Source: an optimization exercise on an open RTL-to-GDS flow (aim: a short achievable clock period and few clock cycles per item). Production flows keep margins and buffers that such runs may drop.
In this exercise RTL edits were held to simulation tests only and were not proved equivalent to the original.
No driver is modelled on the clock port, so clocking that relies on it looks cheaper here than on a real chip.
No activity file was given, so power comes from the tool's default toggle rates.

nickel:
## rijndael_sbox_seq
module rijndael_sbox_seq #(
  parameter int          NBYTES    = 16,
  parameter logic [15:0] LFSR_SEED = 16'hACE1
) (
  input  logic                clk,
  input  logic                rst,
  input  logic                in_valid,
  output logic                in_ready,
  input  logic [8*NBYTES-1:0] din,
  input  logic [8*NBYTES-1:0] key,
  input  logic                mask_en,
  input  logic                seed_load,
  input  logic [15:0]         seed,
  output logic                out_valid,
  input  logic                out_ready,
  output logic [8*NBYTES-1:0] dout,
  output logic                busy
);
clock: 22.0 ns
lec_check: 0
cap_margin: 20
core_margin: 2
core_utilization: 50
slew_margin: 20
synth_hierarchical: 1
synth_minimum_keep_size: 0
standard.sh (not shown) runs the stock make flow with config.mk's settings and CLKGATE_MAP_FILE= SYNTH_SCRIPT=/design/flow/synth_recipe.tcl, a recipe that flattens the netlist after the stock synthesis.
==> flow/flow/run.sh <==
#!/bin/bash
# Own flow: the standard layout (standard.sh) with
#  - ORFS's timing repair asked for a larger setup margin, so that it keeps
#    improving paths that already meet the design's clock period, and run
#    again after CTS with rising margins (flow/post_cts.tcl);
#  - global routing told to leave more of met1 free (flow/fastroute.tcl);
#  - the platform's don't-use list extended with the weakest (_0) drive
#    strengths of a few logic cells, which the mapper picks but the timing
#    repair then fails to upsize. Only combinational cells are affected, so
#    synthesis gives the same registers (names and cell types).
# make's output goes to standard_make.log; each ORFS step logs under orfs/logs.
set -euo pipefail
MARGIN=16
PLATFORM_DONT_USE="sky130_fd_sc_hd__probe_p_8 sky130_fd_sc_hd__probec_p_8 sky130_fd_sc_hd__lpflow_bleeder_1 sky130_fd_sc_hd__lpflow_clkbufkapwr_1 sky130_fd_sc_hd__lpflow_clkbufkapwr_16 sky130_fd_sc_hd__lpflow_clkbufkapwr_2 sky130_fd_sc_hd__lpflow_clkbufkapwr_4 sky130_fd_sc_hd__lpflow_clkbufkapwr_8 sky130_fd_sc_hd__lpflow_clkinvkapwr_1 sky130_fd_sc_hd__lpflow_clkinvkapwr_16 sky130_fd_sc_hd__lpflow_clkinvkapwr_2 sky130_fd_sc_hd__lpflow_clkinvkapwr_4 sky130_fd_sc_hd__lpflow_clkinvkapwr_8 sky130_fd_sc_hd__lpflow_decapkapwr_12 sky130_fd_sc_hd__lpflow_decapkapwr_3 sky130_fd_sc_hd__lpflow_decapkapwr_4 sky130_fd_sc_hd__lpflow_decapkapwr_6 sky130_fd_sc_hd__lpflow_decapkapwr_8 sky130_fd_sc_hd__lpflow_inputiso0n_1 sky130_fd_sc_hd__lpflow_inputiso0p_1 sky130_fd_sc_hd__lpflow_inputiso1n_1 sky130_fd_sc_hd__lpflow_inputiso1p_1 sky130_fd_sc_hd__lpflow_inputisolatch_1 sky130_fd_sc_hd__lpflow_isobufsrc_1 sky130_fd_sc_hd__lpflow_isobufsrc_16 sky130_fd_sc_hd__lpflow_isobufsrc_2 sky130_fd_sc_hd__lpflow_isobufsrc_4 sky130_fd_sc_hd__lpflow_isobufsrc_8 sky130_fd_sc_hd__lpflow_isobufsrckapwr_16 sky130_fd_sc_hd__lpflow_lsbuf_lh_hl_isowell_tap_1 sky130_fd_sc_hd__lpflow_lsbuf_lh_hl_isowell_tap_2 sky130_fd_sc_hd__lpflow_lsbuf_lh_hl_isowell_tap_4 sky130_fd_sc_hd__lpflow_lsbuf_lh_isowell_4 sky130_fd_sc_hd__lpflow_lsbuf_lh_isowell_tap_1 sky130_fd_sc_hd__lpflow_lsbuf_lh_isowell_tap_2 sky130_fd_sc_hd__lpflow_lsbuf_lh_isowell_tap_4 "
EXTRA_DONT_USE="sky130_fd_sc_hd__a2111oi_0 sky130_fd_sc_hd__a21boi_0 sky130_fd_sc_hd__and2_0 sky130_fd_sc_hd__o21ai_0 sky130_fd_sc_hd__o311ai_0 sky130_fd_sc_hd__or2_0"
bash standard.sh SETUP_SLACK_MARGIN=$MARGIN FASTROUTE_TCL="$PWD/flow/fastroute.tcl" \
  POST_CTS_TCL="$PWD/flow/post_cts.tcl" DONT_USE_CELLS="$PLATFORM_DONT_USE $EXTRA_DONT_USE" \
  finish > standard_make.log 2>&1
==> flow/flow/post_cts.tcl <==
# Sourced by ORFS's cts.tcl (POST_CTS_TCL) after its own timing repair.
# ORFS's repair_timing stops once it finds no move that improves the worst
# path; asking again with a slowly rising setup margin lets it keep working
# on the next paths. The SDC and clock period are untouched.
foreach margin {15.9 16.0 16.1 16.2 16.3 16.4 16.5 16.6} {
  log_cmd repair_timing -setup -setup_margin $margin -repair_tns 100 -match_cell_footprint
  puts "post_cts: margin $margin worst slack [worst_slack -max]"
}
set result [catch { detailed_placement } msg]
if { $result != 0 } {
  error "Detailed placement failed after extra repair: $msg"
}
check_placement -verbose
estimate_parasitics -placement
puts "post_cts: final worst slack [worst_slack -max]"
Other scripts of this flow, unchanged in this note and not shown: flow/flow/fastroute.tcl
Testbench counts of nickel, summed over its fixed seeds: cycles 392, blocks 384.
The inputs of yarrow differ from those of nickel as listed below.
==> flow/flow/run.sh <==
#!/bin/bash
# Own flow: the standard layout (standard.sh, unchanged synthesis) with
#  - ORFS's timing repair asked for a larger setup margin, so that it keeps
#    improving paths that already meet the design's clock period, and run
#    again after CTS with rising margins (flow/post_cts.tcl);
#  - global routing told to leave more of met1 free (flow/fastroute.tcl).
# make's output goes to standard_make.log; each ORFS step logs under orfs/logs.
set -euo pipefail
MARGIN=16
bash standard.sh SETUP_SLACK_MARGIN=$MARGIN FASTROUTE_TCL="$PWD/flow/fastroute.tcl" \
  POST_CTS_TCL="$PWD/flow/post_cts.tcl" finish > standard_make.log 2>&1
--- outcome ---
Comparing non-clock buffer count for yarrow and nickel, the bigger number came from yarrow.
~same count of placed standard cells in the final layout, fillers left out in yarrow and nickel
yarrow: flow completed, timing, DRC and antenna clean
Compared with nickel, yarrow degrades post-layout instance area.
Relative to yarrow, the following input files were edited for pepper:
==> flow/flow/run.sh <==
#!/bin/bash
# Own flow: the standard layout (standard.sh, unchanged synthesis) with
#  - ORFS's timing repair asked for a larger setup margin, so that it keeps
#    improving paths that already meet the design's clock period;
#  - global routing told to leave more of met1 free (flow/fastroute.tcl).
# make's output goes to standard_make.log; each ORFS step logs under orfs/logs.
set -euo pipefail
MARGIN=16
bash standard.sh SETUP_SLACK_MARGIN=$MARGIN FASTROUTE_TCL="$PWD/flow/fastroute.tcl" finish > standard_make.log 2>&1
--- a/flow/config.mk
+++ b/flow/config.mk
@@ -9,3 +9,3 @@
 export CORE_MARGIN = 2
-export CORE_UTILIZATION = 50
+export CORE_UTILIZATION = 40
 export SLEW_MARGIN = 20
removed: flow/flow/post_cts.tcl
==> notes.md <==
Setup slack, yarrow and pepper, lower one = pepper.
Of the two values seen for commonest non-fill, non-tap cell in the layout, sky130_fd_sc_hd__ha_1 was produced by pepper and sky130_fd_sc_hd__buf_4 by yarrow.
Summary of pepper over yarrow: power lower, ratio of final minimum period to clock period has increased, met2 wirelength from detailed routing saw a decrease, ratio of cells with drive above 1 in the final layout now sits lower.
Looking at signed area change from the synthesized netlist to the final layout, pepper sits below yarrow.
Input-level comparison between indigo and pepper:
==> flow/flow/run.sh <==
#!/bin/bash
# Own flow: the standard layout (standard.sh, unchanged synthesis) with
#  - ORFS's timing repair asked for a larger setup margin, so that it keeps
#    improving paths that already meet the design's clock period, and run
#    again after CTS with rising margins (flow/post_cts.tcl);
#  - global routing told to leave more of met1 free (flow/fastroute.tcl).
# make's output goes to standard_make.log; each ORFS step logs under orfs/logs.
set -euo pipefail
MARGIN=16
bash standard.sh SETUP_SLACK_MARGIN=$MARGIN FASTROUTE_TCL="$PWD/flow/fastroute.tcl" \
  POST_CTS_TCL="$PWD/flow/post_cts.tcl" finish > standard_make.log 2>&1
==> flow/flow/post_cts.tcl (new file) <==
# Sourced by ORFS's cts.tcl (POST_CTS_TCL) after its own timing repair.
# ORFS's repair_timing stops once it finds no move that improves the worst
# path; asking again with a slowly rising setup margin lets it keep working
# on the next paths. The SDC and clock period are untouched.
foreach margin {15.9 16.0 16.1 16.2 16.3 16.4 16.5 16.6} {
  log_cmd repair_timing -setup -setup_margin $margin -repair_tns 100 -match_cell_footprint
  puts "post_cts: margin $margin worst slack [worst_slack -max]"
}
set result [catch { detailed_placement } msg]
if { $result != 0 } {
  error "Detailed placement failed after extra repair: $msg"
}
check_placement -verbose
estimate_parasitics -placement
puts "post_cts: final worst slack [worst_slack -max]"
--- a/flow/config.mk
+++ b/flow/config.mk
@@ -9,3 +9,3 @@
 export CORE_MARGIN = 2
-export CORE_UTILIZATION = 40
+export CORE_UTILIZATION = 55
 export SLEW_MARGIN = 20
[summary]
- Every run in the comparison, indigo and pepper, completed the flow with a clean layout.
- indigo — average via count per standard cell 0.90 higher, pepper as reference
- Going from pepper to indigo, clock period minus worst slack went down by 0.013 ns, multi-input gate count closely matched the old numbers.
- Comparing indigo against pepper, there is no change at all in setup total negative slack.

[port drivers added, routing unchanged]
No port has a modelled driver above. Below, the same layouts with a new extraction and two added sets of constraints. Step 1: set_driving_cell puts a clkbuf_16 on clk and a buf_2 on each other input, an assumption about the parent block. Step 2 adds t to the input delays and takes it off the output delays; t is the mean of the earliest and latest rising clock arrival at the registers after step 1. Input paths then give back, and output paths get back, about the clock's delay inside the block. Slacks: ideal / step 1 / step 2; pairs: ideal / step 1.
run	shift t [ns]	slack for setup (ns)	clock arrival spread, ns
nickel	0.870	16.026 / 16.094 / 15.224	0.049 / 0.048
yarrow	0.877	16.114 / 15.988 / 15.111	0.037 / 0.037
pepper	0.900	15.980 / 15.976 / 15.150	0.054 / 0.054
indigo	0.851	15.992 / 16.006 / 15.155	0.046 / 0.046
After both steps every run listed still meets setup and hold. For yarrow, which loses most, drivers alone change the setup slack by -0.126 ns; drivers and shift together by -1.003 ns.
